Context: an optimization exercise on an open-source flow, tuned for small area and a short achievable clock period. The choices shown serve that exercise and are no tape-out recipe.
For this run, only the layout was checked, not whether the RTL still works.
Power is estimated from default activity; no workload was simulated.

[flow/config.mk]
export PLATFORM = sky130hd
export DESIGN_NAME = boot_rom
export DESIGN_NICKNAME = boot_rom
export VERILOG_FILES = /design/flow/design.v
export SDC_FILE = /design/flow/constraint.sdc
export NUM_CORES = 4
export LEC_CHECK = 0
export CAP_MARGIN = 20
export CORE_MARGIN = 2
export CORE_UTILIZATION = 65
export CTS_CLUSTER_DIAMETER = 100
export CTS_CLUSTER_SIZE = 30
export SETUP_SLACK_MARGIN = 2.0
export SLEW_MARGIN = 20
export SYNTH_HIERARCHICAL = 1
export TNS_END_PERCENT = 10
[flow/constraint.sdc]
create_clock -name core_clock -period 4.0 [get_ports {clk}]
set_input_delay 0.8000 -clock core_clock [delete_from_list [all_inputs] [get_ports {clk}]]
set_output_delay 0.8000 -clock core_clock [all_outputs]
set_load 0.01 [all_outputs]
[flow/design.v]
`default_nettype none
package flash_pkg;
  localparam logic [7:0] FLASH_OP_READ = 8'h03;
  typedef struct packed {
    logic [7:0]  opcode;
    logic [23:0] addr;       
  } flash_cmd_fields_t;
  typedef union packed {
    flash_cmd_fields_t f;
    logic [3:0][7:0]   bytes;
  } flash_cmd_u;
  typedef enum logic [2:0] {
    CMD,
    ADDR_HI,
    ADDR_MID,
    ADDR_LO,
    DUMMY,
    DATA_HI,
    DATA_LO
  } reader_phase_e;
endpackage
`default_nettype wire
`default_nettype none
package imem_pkg;
  localparam int INSTR_W = 16;
  typedef logic [INSTR_W-1:0] instr_t;
  typedef logic [6-1:0] iaddr_t;
endpackage
`default_nettype wire
`default_nettype none
`timescale 1ns/1ps
module spi_flash_reader (
  input  logic       clk,
  input  logic       rst_n,
  input  logic       clken,
  output logic       ins,        
  output logic [3:0] bit_j,      
  output logic       ready,
  output logic       spi_cs,
  output logic       spi_sclk,
  output logic       spi_mosi,
  input  logic       spi_miso
);
  localparam logic [10:0] HDR_START = 11'd2008;
  localparam logic [10:0] LAST_BIT  = 11'd1023;
  localparam logic [5:0]  WAIT0     = 6'd47;
  logic [10:0] q;
  logic        got;        
  logic        last;       
  logic [5:0]  wait_n;     
  logic        fall;
  logic        done;
  logic        data_fall;
  logic        active;
  logic        mosi_next;
  logic        got_n;
  logic [10:0] q_n;
  logic [5:0]  wait_nn;
  assign bit_j  = q[3:0];
  assign active = !ready && !spi_cs;
  assign done      = clken && active && last && (got || ins);
  assign fall      = clken && active && spi_sclk && (q[10] || ((got || ins) && !last));
  assign data_fall = fall && !q[10];
  assign mosi_next = (q == HDR_START + 11'd5) || (q == HDR_START + 11'd6) ||
                     (q == HDR_START + 11'd10);
  assign q_n     = fall ? q + 11'd1 : q;
  assign got_n   = !fall && (got || ins);
  assign wait_nn = !data_fall ? wait_n + 6'd1 :
                   ((q[4:0] == 5'h1f) ? wait_n - 6'd2 : wait_n - 6'd1);
  always_ff @(posedge clk) begin
    if (!rst_n) begin
      q        <= HDR_START;
      got      <= 1'b0;
      last     <= 1'b0;
      wait_n   <= WAIT0;
      ins      <= 1'b0;
      ready    <= 1'b0;
      spi_cs   <= 1'b1;
      spi_sclk <= 1'b1;
      spi_mosi <= 1'b0;
    end else begin
      q      <= q_n;
      got    <= got_n;
      wait_n <= wait_nn;
      if (fall) begin
        last <= (q == LAST_BIT - 11'd1);
      end
      ins <= !done && (active || (clken && spi_cs && !ready)) && !q_n[10] && !got_n &&
             (wait_nn == 6'd0);
      if (done) begin
        ready    <= 1'b1;
        spi_cs   <= 1'b1;
        spi_sclk <= 1'b1;
      end else if (clken && !ready) begin
        if (spi_cs) begin
          spi_cs   <= 1'b0;            
          spi_sclk <= 1'b0;
          spi_mosi <= 1'b0;
        end else if (!spi_sclk) begin
          spi_sclk <= 1'b1;
        end else if (fall) begin
          spi_sclk <= 1'b0;
          spi_mosi <= mosi_next;
        end
      end
    end
  end
endmodule
`default_nettype wire
`default_nettype none
`timescale 1ns/1ps
module imem_bank #(
  parameter int INS = 0
) (
  input  logic                    clk,
  input  logic                    ins,      
  input  logic                    din,
  input  logic [7:0]              sel_lo,   
  input  logic [7:0]              sel_hi,   
  input  logic                    hold,     
  output logic                    fbit      
);
  logic [64-1:0] ring;
  logic [7:0]                   grp;
  logic                         fbit_d;
  always_ff @(posedge clk) begin
    ring <= {ring[64-2:0], ring[64-1]};
    if (ins) begin
      ring[INS] <= din;
    end
  end
  for (genvar g = 0; g < 8; g++) begin : g_grp
    imem_andor8 u_grp (
      .sel (sel_lo),
      .d   (ring[8*g +: 8]),
      .y   (grp[g])
    );
  end
  imem_andor u_out (
    .sel (sel_hi),
    .d   (grp),
    .keep(hold),
    .q   (fbit),
    .y   (fbit_d)
  );
  always_ff @(posedge clk) begin
    fbit <= fbit_d;
  end
endmodule
module imem_andor8 (
  input  logic [7:0] sel,
  input  logic [7:0] d,
  output logic       y
);
  assign y = |(sel & d);
endmodule
module imem_andor (
  input  logic [7:0] sel,
  input  logic [7:0] d,
  input  logic       keep,
  input  logic       q,
  output logic       y
);
  assign y = |(sel & d) | (keep & q);
endmodule
`default_nettype wire
`default_nettype none
`timescale 1ns/1ps
module boot_rom (
  input  logic             clk,
  input  logic             rst_n,
  input  logic             clken,
  input  imem_pkg::iaddr_t fetch_addr,
  output imem_pkg::instr_t instruction,
  output logic             ready,
  input  logic             spi_miso,
  output logic             spi_cs,
  output logic             spi_sclk,
  output logic             spi_mosi
);
  localparam logic [5:0] PHASE0 = 6'd46;
  imem_pkg::iaddr_t phase, phase_n;
  logic [3:0]       dlo, dhi;
  logic [2:0]       a_lo, a_hi;
  localparam int LO_LANES = 4;
  logic [imem_pkg::INSTR_W/LO_LANES-1:0][7:0] sel_lo;
  logic [7:0][2:0]  lo_match;
  logic [7:0]       sel_hi, late;
  logic             take;
  logic             hold;
  logic             ins;
  logic [3:0]       bit_j;
  assign a_lo = fetch_addr[3:1];
  assign a_hi = {fetch_addr[0], fetch_addr[5:4]};
  assign phase_n = !rst_n ? PHASE0 : phase + 6'd1;
  function automatic logic [3:0] diff_bits(input logic [2:0] p);
    diff_bits = {p[2] ^ (p[1:0] != 2'd3), p[2] ^ !p[1], p[2] ^ (p[1:0] == 2'd0), p[1] ^ !p[0]};
  endfunction
  always_ff @(posedge clk) begin
    phase <= phase_n;
    dlo   <= diff_bits(phase_n[2:0]);
    dhi   <= diff_bits(phase_n[5:3]);
    for (int x = 1; x < 8; x++) begin
      late[x] <= (3'(x) > phase_n[2:0]);    
    end
  end
  assign late[0] = 1'b0;
  imem_addr_dec u_dec (
    .a_lo  (a_lo),
    .a_hi  (a_hi),
    .phase (phase),
    .dlo   (dlo),
    .dhi   (dhi),
    .late  (late),
    .take  (take),
    .lo_match(lo_match),
    .sel_hi(sel_hi)
  );
  for (genvar k = 0; k < imem_pkg::INSTR_W / LO_LANES; k++) begin : g_lo_sel
    imem_lo_sel u_lo_sel (
      .lo_match(lo_match),
      .sel_lo  (sel_lo[k])
    );
  end
  assign take = rst_n && clken && ready;
  assign hold = rst_n && !(clken && ready);
  spi_flash_reader u_reader (
    .clk     (clk),
    .rst_n   (rst_n),
    .clken   (clken),
    .ins     (ins),
    .bit_j   (bit_j),
    .ready   (ready),
    .spi_cs  (spi_cs),
    .spi_sclk(spi_sclk),
    .spi_mosi(spi_mosi),
    .spi_miso(spi_miso)
  );
  for (genvar b = 0; b < imem_pkg::INSTR_W; b++) begin : g_lane
    imem_bank #(.INS(2 * (imem_pkg::INSTR_W - 1 - b))) u_lane (
      .clk (clk),
      .ins (ins && (bit_j == 4'(imem_pkg::INSTR_W - 1 - b))),
      .din (spi_miso),
      .sel_lo(sel_lo[b / LO_LANES]),
      .sel_hi(sel_hi),
      .hold  (hold),
      .fbit  (instruction[b])
    );
  end
endmodule
module imem_addr_dec (
  input  logic [2:0] a_lo,
  input  logic [2:0] a_hi,
  input  logic [5:0] phase,
  input  logic [3:0] dlo,
  input  logic [3:0] dhi,
  input  logic [7:0] late,     
  input  logic       take,
  output logic [7:0][2:0] lo_match,   
  output logic [7:0] sel_hi
);
  logic [7:0] hi0, a_lo_hot;
  logic       borrow;
  function automatic logic [2:0] minus(input logic [2:0] p, input logic [3:0] d, input int x);
    logic b2;
    case (x % 4)
      0: b2 = p[2];
      1: b2 = d[1];
      2: b2 = d[2];
      default: b2 = d[3];
    endcase
    minus = {b2 ^ 1'((x / 4) % 2), ((x % 2) ? d[0] : p[1]) ^ 1'((x / 2) % 2), p[0] ^ 1'(x % 2)};
  endfunction
  always_comb begin
    for (int x = 0; x < 8; x++) begin
      lo_match[x] = ~(a_lo ^ minus(phase[2:0], dlo, x));     
      hi0[x]      = (a_hi == minus(phase[5:3], dhi, x));    
      a_lo_hot[x] = (a_lo == 3'(x));
    end
  end
  imem_andor8 u_borrow (
    .sel(a_lo_hot),
    .d  (late),
    .y  (borrow)
  );
  imem_hsel u_hsel (
    .hi0   (hi0),
    .borrow(borrow),
    .take  (take),
    .sel_hi(sel_hi)
  );
endmodule
module imem_lo_sel (
  input  logic [7:0][2:0] lo_match,
  output logic [7:0]      sel_lo
);
  always_comb begin
    for (int x = 0; x < 8; x++) begin
      sel_lo[x] = &lo_match[x];
    end
  end
endmodule
module imem_hsel (
  input  logic [7:0] hi0,
  input  logic       borrow,
  input  logic       take,
  output logic [7:0] sel_hi
);
  logic take0, take1;
  assign take0 = take && !borrow;
  assign take1 = take && borrow;
  always_comb begin
    for (int g = 0; g < 8; g++) begin
      sel_hi[g] = (take0 && hi0[g]) || (take1 && hi0[(g + 1) % 8]);
    end
  end
endmodule
`default_nettype wire
[flow/run.sh]
#!/bin/bash
# synth_recipe.tcl (not shown) runs the flow's synth.tcl, then flattens the netlist and writes it again
# the make line also repeats each setting of config.mk as NAME=value (left out here)
make -C /OpenROAD-flow-scripts/flow DESIGN_CONFIG=/design/flow/config.mk WORK_HOME=/design/flow/orfs CLKGATE_MAP_FILE= SYNTH_SCRIPT=/design/flow/synth_recipe.tcl finish
==> flow_metrics.tcl <==
set metrics [dict create \
    outcome "no timing/DRC/antenna violations" \
    grt_pass1_vias 19763 \
    routedWlPerCell_um 28.46 \
    finClkSkew_ns 0.02648 \
    wl_met3_um 8380 \
    setup_tns_ns 0 \
    hold_viol 0 \
    required_ns 4.51 \
    route.antenna.remaining_nets 0 \
    remaining_drc_errors 0 \
    r2r-end "g_lane[14].u_lane.fbit" \
    fillers 2949 \
    ir_worst_vdd_v 0.0004287 \
    cts_buffer_depth 3 \
    setup_viol 0 \
    path_clk_slew_ns 0.11 \
    via_count 20148 \
    cts_made_buffers 42 \
    die_area_um2 47150 \
    drt_pass1_iterations 6 \
    synthCells 2152 \
    start_kind "input pin" \
    drv_slew 0 \
    rr_worst_depth 11 \
    slew_headroom 0.5718 \
    placed_cells 2773 \
    fin_crit_sh 0.5989 \
    antenna_found_initial 0 \
    clk_latency_ns 0.62 \
    synth_nets 2179 \
    ys_ff_latch 1085 \
    drive_gt1_frac 0.1539 \
    async_reset_ff_frac 0 \
    worstHoldPathType "reg -> reg" \
    final_cell_mix "dfxtp_1, a22oi_1, nand4_1" \
    gp_congestion 0.8287 \
    met1Wirelength_um 35500 \
    synth_area_um2 29530 \
    end_kind "flip-flop" \
    die_x_um 217.1 \
    final_net_count 2390 \
    dp_hpwl_um 38270 \
    track_usage 0.3521 \
    leakage_uw 0.01260 \
    reg2reg_from "phase[0]" \
    reg2reg_slack_ns 1.61 \
    numPortBuffers 29 \
    min_from "g_lane[7].u_lane.ring[1]" \
    cts_tree "built" \
    hold-path-endpoint "g_lane[7].u_lane.ring[2]" \
    wl_met2_um 37010 \
    overflow 0 \
    synthToLayoutAreaGrowth_pct 14.58 \
    viasPerCell 6.793 \
    layout_commonest_cell "dfxtp_1" \
    layoutNonFillerInstCount 2966 \
    yosys_warnings 28 \
    clock-root-buffer "clkbuf_16" \
    clkSinkCount 1085 \
    holdPathStages 0 \
    drt-initial-drc-count 2367 \
    fp.dieH_um 217.1 \
    grt_max_degree 35 \
    grt_pass1_wl_um 124500 \
    synth_cell_type_count 60 \
    cap_violations 0 \
    arrival_ns 2.91 \
    initial_core_util 0.6548 \
    top_layer_used "met4" \
    ys_seq_area_frac 0.7357 \
    core_um2 45090 \
    synth_edf_count 0 \
    stdcell_area_um2 33830 \
    drt-total-wl_um 84400 \
    fmax_mhz 417.4 \
    cts_max_level 2 \
    io_pins 30 \
    ys.flop_type "dfxtp_1" \
    worstMarginPinSlew_ns 0.6423 \
    rsz0062_at_grt "yes" \
    avgSynthCellArea_um2 13.72 \
    post-route-min-period_ns 2.396 \
    criticalPathCategory "in -> reg" \
    place_area_um2 30820 \
    rows 78 \
    power.density_nw_per_um2 525.5 \
    critPathMaxFanout 9 \
]
[report_power, final]
part,internal (uW),switching [uW],total (uW)
Clock,2040,3120,5160
Combinational,492,1230,1730
Sequential,10800,47.9,10900
Total,13400,4400,17800
[flip-flops by register name (all words and copies together) (netlist names)]
name and count:
phase 6, u_reader.spi_cs 1, u_reader.ins 1, dlo 4
u_reader.last 1, u_reader.q 11, u_reader.ready 1, u_reader.spi_mosi 1
u_reader.wait_n 6, g_lane.u_lane.ring 1024, dhi 4, late 7
u_reader.got 1, g_lane.u_lane.fbit 16, u_reader.spi_sclk 1
[logic make-up after synthesis]
| group | Yosys count | share of synthesized area |
|---|---|---|
| XOR/XNOR | 31 | 0.009196 |
| flip-flops | 1085 | 0.7357 |
| AO/OA/AOI/OAI | 612 | 0.1613 |
| buffers and inverters | 48 | 0.008517 |
| AND/OR/NAND/NOR | 329 | 0.06547 |
| other | 1 | 0.0001270 |
| adder cells (fa/ha/maj) | 17 | 0.007204 |
| multiplexers | 29 | 0.01254 |
[per-module statistics from Yosys (local to each module, per instance), excerpt]
module	cell area (um2)	copies in the design	cells	flip-flops and latches
imem_andor8	36.28	129	5	0
imem_lo_sel	50.05	4	8	0
boot_rom	917.1	1	103	21
spi_flash_reader	1409	1	165	24
imem_hsel	141.4	1	17	0
imem_addr_dec	376.6	1	54	0
imem_andor	46.29	16	5	0
[worst max-delay path by stage]
stage                     slack (ns)          start                endpoint
after floorplan                 1.56  fetch_addr[1]   g_lane[0].u_lane.fbit
after global placement          0.50  fetch_addr[3]  g_lane[13].u_lane.fbit
after detailed placement        0.43  fetch_addr[3]  g_lane[10].u_lane.fbit
after CTS                       1.70  fetch_addr[2]  g_lane[13].u_lane.fbit
after global routing            1.58       phase[2]  g_lane[14].u_lane.fbit
final                           1.60  fetch_addr[2]  g_lane[14].u_lane.fbit
[repair_timing]
item                       in CTS  in global routing
resized for setup             132                 51
buffers inserted               63                 17
hold buffers                    0                  0
pin swaps                      54                 30
cloned                         61                  5
setup endpoints to repair      46                 39
[cell type report]
class,count,area (um2),area share
clock buffer,45,1126,0.03329
timing repair inverter,6,42.54,0.001257
tap,600,750.7,0.02219
timing repair buffer,127,1354,0.04002
clock inverter,1,30.03,0.0008876
sequential,1085,21760,0.6431
multi-input combinational,1075,8636,0.2553
inverter,26,132.6,0.003920
antenna,1,2.502,0.00007397
[through the flow]
stage / util / setup slack [ns] / total power (uW) / hold slack (ns)
6_report: 0.7503 / 1.604 / 17780 / 0.3183
5_1_grt: 0.7503 / 1.580 / 18170 / 0.3245
4_1_cts: 0.7399 / 1.697 / 17600 / 0.3258
3_5_place_dp: 0.6836 / 0.4250 / 12060 / 0.3364
3_3_place_gp: 0.6837 / 0.4969 / 12060 / 0.3318
2_1_floorplan: - / 1.557 / 11700 / 0.3311
[layer usage]
metal	up-vias	track usage
met3	247	0.06681
met2	1121	0.5347
li1	8748	-
met1	10032	0.5047
met5	-	0
met4	0	0.1320
[synth_stat cells, types with 16 or more instances]
master | count | area (um2)
a221oi_2 | 16 | 240.2
dfxtp_1 | 1085 | 21720
nand3_1 | 31 | 155.2
nand4_1 | 135 | 844.6
xor2_1 | 16 | 140.1
and3_1 | 40 | 250.2
nand2_1 | 31 | 116.4
nor2_1 | 25 | 93.84
a22o_1 | 16 | 140.1
inv_1 | 22 | 82.58
mux2_4 | 16 | 240.2
ha_1 | 17 | 212.7
a222oi_1 | 16 | 160.2
a22oi_1 | 533 | 4001
[worst max-delay path, stage by stage]
cell and delay [ns]:
buf_4 0.15, buf_8 0.14, xnor2_4 0.14, buf_12 0.16
buf_16 0.15, and3_4 0.23, buf_4 0.16, buf_6 0.12
a22oi_2 0.18, nand4_1 0.17, a22o_1 0.23, a221oi_2 0.17
nand3_1 0.10

## separate check: timing with driven ports
The results above use ideal ports. As a check the final layout listed here was re-extracted and re-timed, cells and wires unchanged.
Step 1 (the two cells are an assumption about what drives the block):
set clk [get_ports {clk}]
set_driving_cell -lib_cell sky130_fd_sc_hd__clkbuf_16 $clk
set_driving_cell -lib_cell sky130_fd_sc_hd__buf_2 [delete_from_list [all_inputs] $clk]
Step 2 also shifts input and output timing later by t, the mid clock arrival at the registers, as if the neighbouring blocks saw the same clock.
a / b / c = ideal / step 1 / step 2; a / b = the first two.
shift t [ns]: 0.674
setup slack, ns: 1.604 / 1.614 / 0.940
worst setup path at the end: input to register
slew at the worst register clock pin (ns): 0.11 / 0.11
pins driven straight from the clock port: 1
After both steps setup and hold are still met in this run. For this run, drivers alone change the setup slack by +0.010 ns; drivers and shift together by -0.664 ns.
